Background: an optimization exercise with open tools, aiming at small area. Do not read the settings as production practice. The RTL was checked by simulation tests, not by an equivalence proof against the original design. Power is estimated from default activity; no workload was simulated.

## JK
Design moving_average_deviation_detector_unit, start of the top module:
module moving_average_deviation_detector_unit (
  input  logic                               clk_i,
  input  logic                               rst_ni,
  input  logic                               cfg_we_i,
  input  logic [madd_pkg::CfgIdxW-1:0]       cfg_idx_i,
  input  logic [madd_pkg::CfgDataW-1:0]      cfg_wdata_i,
  input  logic                               s_axis_tvalid,
  output logic                               s_axis_tready,
  input  logic [madd_pkg::SmpW-1:0]          s_axis_tdata,   
  output logic                               m_axis_tvalid,
  input  logic                               m_axis_tready,
  output logic [madd_pkg::OutTdataW-1:0]     m_axis_tdata    
);
  localparam int WinLen = madd_pkg::WinLen;
  localparam int SumW   = madd_pkg::SumW;
  localparam int SmpW   = madd_pkg::SmpW;
  localparam int HoldW  = madd_pkg::HoldW;
  logic [madd_pkg::ThrW-1:0] thr_q;
  logic [HoldW-1:0]          hold_len_q;
  always_ff @(posedge clk_i or negedge rst_ni) begin
    if (!rst_ni) begin
      thr_q      <= madd_pkg::ThrRst;
      hold_len_q <= madd_pkg::HoldRst;
    end else if (cfg_we_i) begin
      if (cfg_idx_i == madd_pkg::CfgHoldoff) begin
        hold_len_q <= cfg_wdata_i[HoldW-1:0];
      end else begin
        thr_q <= cfg_wdata_i[madd_pkg::ThrW-1:0];
      end
    end
  end
  logic ovld_q;
  logic accept;
  ...
export LEC_CHECK = 0
export CAP_MARGIN = 20
export CORE_MARGIN = 2
export CORE_UTILIZATION = 60
export CTS_BUF_LIST = sky130_fd_sc_hd__clkbuf_8
export CTS_CLUSTER_SIZE = 30
export GPL_TIMING_DRIVEN = 0
export SLEW_MARGIN = 20
create_clock -name core_clock -period 4.5 [get_ports {clk_i}]
standard.sh (not shown) runs the stock make flow with config.mk's settings and CLKGATE_MAP_FILE= SYNTH_SCRIPT=/design/flow/synth_recipe.tcl, a recipe that flattens the netlist after the stock synthesis.
==> flow/flow/run.sh <==
#!/bin/bash
# Own layout flow: the standard flow (standard.sh) with the standard
# synthesis unchanged, and these changes to the later steps:
#  - every port gets a buf_1 as its port buffer;
#  - clock tree synthesis uses clkbuf_8, clusters of up to 16 registers within
#    80 um, and inserts no dummy loads.
# Each step's full output goes to a log file of its own in this folder.
set -euo pipefail
bash standard.sh synth > synth.log 2>&1
export BUFFER_PORTS_ARGS="-buffer_cell sky130_fd_sc_hd__buf_1"
export CTS_ARGS="-sink_clustering_enable -repair_clock_nets -dont_use_dummy_load -buf_list sky130_fd_sc_hd__clkbuf_8 -sink_clustering_size 18 -sink_clustering_max_diameter 90"
bash standard.sh floorplan > floorplan.log 2>&1
bash standard.sh place > place.log 2>&1
bash standard.sh cts > cts.log 2>&1
bash standard.sh route > route.log 2>&1
bash standard.sh finish > finish.log 2>&1
Input-level comparison between MS and JK:
# JK
export LEC_CHECK = 0
export CAP_MARGIN = 20
export CORE_MARGIN = 2
export CORE_UTILIZATION = 60
export CTS_BUF_LIST = sky130_fd_sc_hd__clkbuf_8
export CTS_CLUSTER_SIZE = 30
export GPL_TIMING_DRIVEN = 0
export SLEW_MARGIN = 20
create_clock -name core_clock -period 4.5 [get_ports {clk_i}]
# MS
export LEC_CHECK = 0
export CAP_MARGIN = 5
export CORE_MARGIN = 2
export CORE_UTILIZATION = 50
export GPL_TIMING_DRIVEN = 0
export SLEW_MARGIN = 5
create_clock -name core_clock -period 4.5 [get_ports {clk_i}]
diff --git a/flow/flow/run.sh b/flow/flow/run.sh
--- a/flow/flow/run.sh
+++ b/flow/flow/run.sh
@@ -10,3 +10,3 @@
 export BUFFER_PORTS_ARGS="-buffer_cell sky130_fd_sc_hd__buf_1"
-export CTS_ARGS="-sink_clustering_enable -repair_clock_nets -dont_use_dummy_load -buf_list sky130_fd_sc_hd__clkbuf_8 -sink_clustering_size 18 -sink_clustering_max_diameter 90"
+export CTS_ARGS="-sink_clustering_enable -repair_clock_nets -dont_use_dummy_load -buf_list sky130_fd_sc_hd__clkbuf_8 -sink_clustering_size 16 -sink_clustering_max_diameter 80"
 bash standard.sh floorplan > floorplan.log 2>&1
==> comparison <==
Of MS and JK, it is MS that has the higher share of total power in the clock network. Taking JK as the reference, in MS worst reg-to-reg path cell count shows a reduction of 1; worst path setup slack after routing shows a reduction of 0.050 ns; clock power shows an increase of about 5%; number of antenna violations at the first check in global routing shows a reduction of 1; total power shows an increase of about 0.9%. Floorplan die area, JK and MS: larger value in MS. Number of well taps ends up lower on JK. Between JK and MS, fraction of area in registers is higher for JK, MS comes in under that. JK completed end to end with timing, DRC and antenna clean. MS | status: complete | timing, DRC, antenna: pass. Comparing JK and MS, portion of the clock cycle consumed by the worst path in the final layout is higher on MS. Lower count of non-filler cells in the finished layout was reported by JK, not MS.
diff inputs: MS => AL
# MS
export LEC_CHECK = 0
export CAP_MARGIN = 5
export CORE_MARGIN = 2
export CORE_UTILIZATION = 50
export GPL_TIMING_DRIVEN = 0
export SLEW_MARGIN = 5
create_clock -name core_clock -period 4.5 [get_ports {clk_i}]
# AL
export LEC_CHECK = 0
export CAP_MARGIN = 20
export CORE_MARGIN = 2
export CORE_UTILIZATION = 50
export GPL_TIMING_DRIVEN = 0
export SLEW_MARGIN = 20
create_clock -name core_clock -period 4.5 [get_ports {clk_i}]
==> flow/flow/run.sh <==
#!/bin/bash
# Own layout flow: the standard flow (standard.sh) with the standard
# synthesis unchanged, and these changes to the later steps:
#  - every port gets a buf_1 as its port buffer;
#  - clock tree synthesis uses clkbuf_8, clusters of up to 18 registers within
#    90 um, and inserts no dummy loads.
# Each step's full output goes to a log file of its own in this folder.
set -euo pipefail
bash standard.sh synth > synth.log 2>&1
export BUFFER_PORTS_ARGS="-buffer_cell sky130_fd_sc_hd__buf_1"
export CTS_ARGS="-sink_clustering_enable -repair_clock_nets -dont_use_dummy_load -buf_list sky130_fd_sc_hd__clkbuf_8 -sink_clustering_size 18 -sink_clustering_max_diameter 90"
bash standard.sh floorplan > floorplan.log 2>&1
bash standard.sh place > place.log 2>&1
bash standard.sh cts > cts.log 2>&1
bash standard.sh route > route.log 2>&1
bash standard.sh finish > finish.log 2>&1
[summary]
- Taking MS as the reference, in AL worst hold slack increased 0.041 ns, setup slack at placement moved down, total power -0.33%.
- What MS reported for total of clock buffers placed in the layout has to be multiplied by 0.909 to get the figure for AL.
- On cell area, MS and AL are basically level.
- Between MS and AL, the power drawn by the combinational cells figures differ only marginally.
- The clock power of AL was superior to that of MS.
- When AL is measured against MS, its part of the power in the clock network turns out 0.5 points lower.
- Compared AL against MS; count of buffers not belonging to the clock network in the layout within noise.
For TR, these inputs were changed with respect to AL:
# AL
export LEC_CHECK = 0
export CAP_MARGIN = 20
export CORE_MARGIN = 2
export CORE_UTILIZATION = 50
export GPL_TIMING_DRIVEN = 0
export SLEW_MARGIN = 20
create_clock -name core_clock -period 4.5 [get_ports {clk_i}]
# TR
export LEC_CHECK = 0
export CAP_MARGIN = 20
export CORE_MARGIN = 2
export CORE_UTILIZATION = 60
export CTS_BUF_LIST = sky130_fd_sc_hd__clkbuf_8
export CTS_CLUSTER_SIZE = 30
export GPL_TIMING_DRIVEN = 0
export SLEW_MARGIN = 20
create_clock -name core_clock -period 4.5 [get_ports {clk_i}]
==> flow/flow/run.sh <==
#!/bin/bash
# Own layout flow: the standard flow (standard.sh) with the standard
# synthesis unchanged, and these changes to the later steps:
#  - every port gets a buf_1 as its port buffer;
#  - clock tree synthesis uses clkbuf_8, clusters of up to 16 registers within
#    80 um, and inserts no dummy loads.
# Each step's full output goes to a log file of its own in this folder.
set -euo pipefail
bash standard.sh synth > synth.log 2>&1
export BUFFER_PORTS_ARGS="-buffer_cell sky130_fd_sc_hd__buf_1"
export CTS_ARGS="-sink_clustering_enable -repair_clock_nets -dont_use_dummy_load -buf_list sky130_fd_sc_hd__clkbuf_8 -sink_clustering_size 16 -sink_clustering_max_diameter 80"
bash standard.sh floorplan > floorplan.log 2>&1
bash standard.sh place > place.log 2>&1
SKIP_GATE_CLONING=1 bash standard.sh cts > cts.log 2>&1
bash standard.sh route > route.log 2>&1
bash standard.sh finish > finish.log 2>&1
Results
Summary of TR over AL: cell count lost about 5%, number of placement rows fell by 6, area enclosed by the die boundary fell by 4300 um^2, via count dropped 0.61%.


Another version of the RTL of moving_average_deviation_detector_unit (not shown whole).
Size: about 300 flip-flops, about 47 I/O pins.
export LEC_CHECK = 0
export CAP_MARGIN = 20
export CORE_MARGIN = 2
export CORE_UTILIZATION = 60
export CTS_BUF_LIST = sky130_fd_sc_hd__clkbuf_8
export CTS_CLUSTER_SIZE = 30
export GPL_TIMING_DRIVEN = 0
export SLEW_MARGIN = 20
create_clock -name core_clock -period 4.5 [get_ports {clk_i}]
==> flow/flow/run.sh <==
#!/bin/bash
# Own layout flow: the standard flow (standard.sh) with the standard
# synthesis unchanged, and these changes to the later steps:
#  - every port gets a buf_1 as its port buffer;
#  - clock tree synthesis uses clkbuf_8, clusters of up to 16 registers within
#    80 um, and inserts no dummy loads.
# Each step's full output goes to a log file of its own in this folder.
set -euo pipefail
bash standard.sh synth > synth.log 2>&1
export BUFFER_PORTS_ARGS="-buffer_cell sky130_fd_sc_hd__buf_1"
export CTS_ARGS="-sink_clustering_enable -repair_clock_nets -dont_use_dummy_load -buf_list sky130_fd_sc_hd__clkbuf_8 -sink_clustering_size 16 -sink_clustering_max_diameter 80"
REMOVE_ABC_BUFFERS=1 bash standard.sh floorplan > floorplan.log 2>&1
bash standard.sh place > place.log 2>&1
bash standard.sh cts > cts.log 2>&1
bash standard.sh route > route.log 2>&1
bash standard.sh finish > finish.log 2>&1
==> next run, changes <==
--- a/flow/flow/run.sh
+++ b/flow/flow/run.sh
@@ -12 +12 @@
-REMOVE_ABC_BUFFERS=1 bash standard.sh floorplan > floorplan.log 2>&1
+bash standard.sh floorplan > floorplan.log 2>&1
Settings changed: CORE_UTILIZATION 60 to 70, CTS_BUF_LIST sky130_fd_sc_hd__clkbuf_8 to unset, CTS_CLUSTER_SIZE 30 to unset.
The new run completed without violations.
Routed wire length rises by 4.7%.
Sequential power hardly moves.
Worst setup slack loses 0.069 ns.
Maximum frequency fell by 1.6%.
Final area hardly moves.
Via count is higher by 3.4%.
Clock power is about the same.
Die area came out lower by 14%.
Core utilization came out higher by 11 points.
Clock skew climbs by 0.033 ns.
==> next run, changes <==
Settings changed: CORE_UTILIZATION 70 to 60, CTS_BUF_LIST set to sky130_fd_sc_hd__clkbuf_8, CTS_CLUSTER_SIZE set to 30.
=> The new run finished clean. Global-route usage is lower by 3.6 points. Die area goes up by 16%. Worst setup slack got worse by 0.0095 ns. First-iteration DRC count came out lower by 20%. Routed wire length is lower by 2.0%. Total power falls by 0.76%. Cell area is about the same. Flip-flop and latch count is unchanged. Clock power is about the same. Non-clock buffer count is lower by 4.

re-timing with driven ports:
How much do the figures lean on ideal ports? The routed layouts below were timed once more, with nothing changed but the port constraints. Step 1 sets driving cells, clkbuf_16 on the clock port and buf_2 on the other inputs (assumed; they add their load-dependent delay and slew). Step 2 also shifts input and output timing later by t, the mid clock arrival at the registers, as if the neighbouring blocks saw the same clock. Three values: ideal, step 1, step 2; two values: the first two.
| run | t (ns) | slack for setup (ns) | worst register clock-pin slew, ns |
|---|---|---|---|
| JK | 0.549 | 0.254 / 0.276 / -0.274 | 0.11 / 0.11 |
| MS | 0.575 | 0.204 / 0.227 / -0.348 | 0.11 / 0.11 |
| AL | 0.569 | 0.287 / 0.309 / -0.260 | 0.12 / 0.12 |
| TR | 0.566 | 0.277 / 0.298 / -0.268 | 0.11 / 0.11 |
| the first run of note 2 | 0.578 | 0.168 / 0.188 / -0.390 | 0.10 / 0.10 |
| the second run of note 2 | 0.568 | 0.099 / 0.118 / -0.450 | 0.11 / 0.11 |
| the third run of note 2 | 0.566 | 0.090 / 0.108 / -0.458 | 0.11 / 0.11 |
With both steps, setup timing fails in every run listed, where it was met with ideal ports. The setup slack of the first run of note 2, which loses most, moves by +0.020 ns with the drivers and by -0.558 ns with both steps.
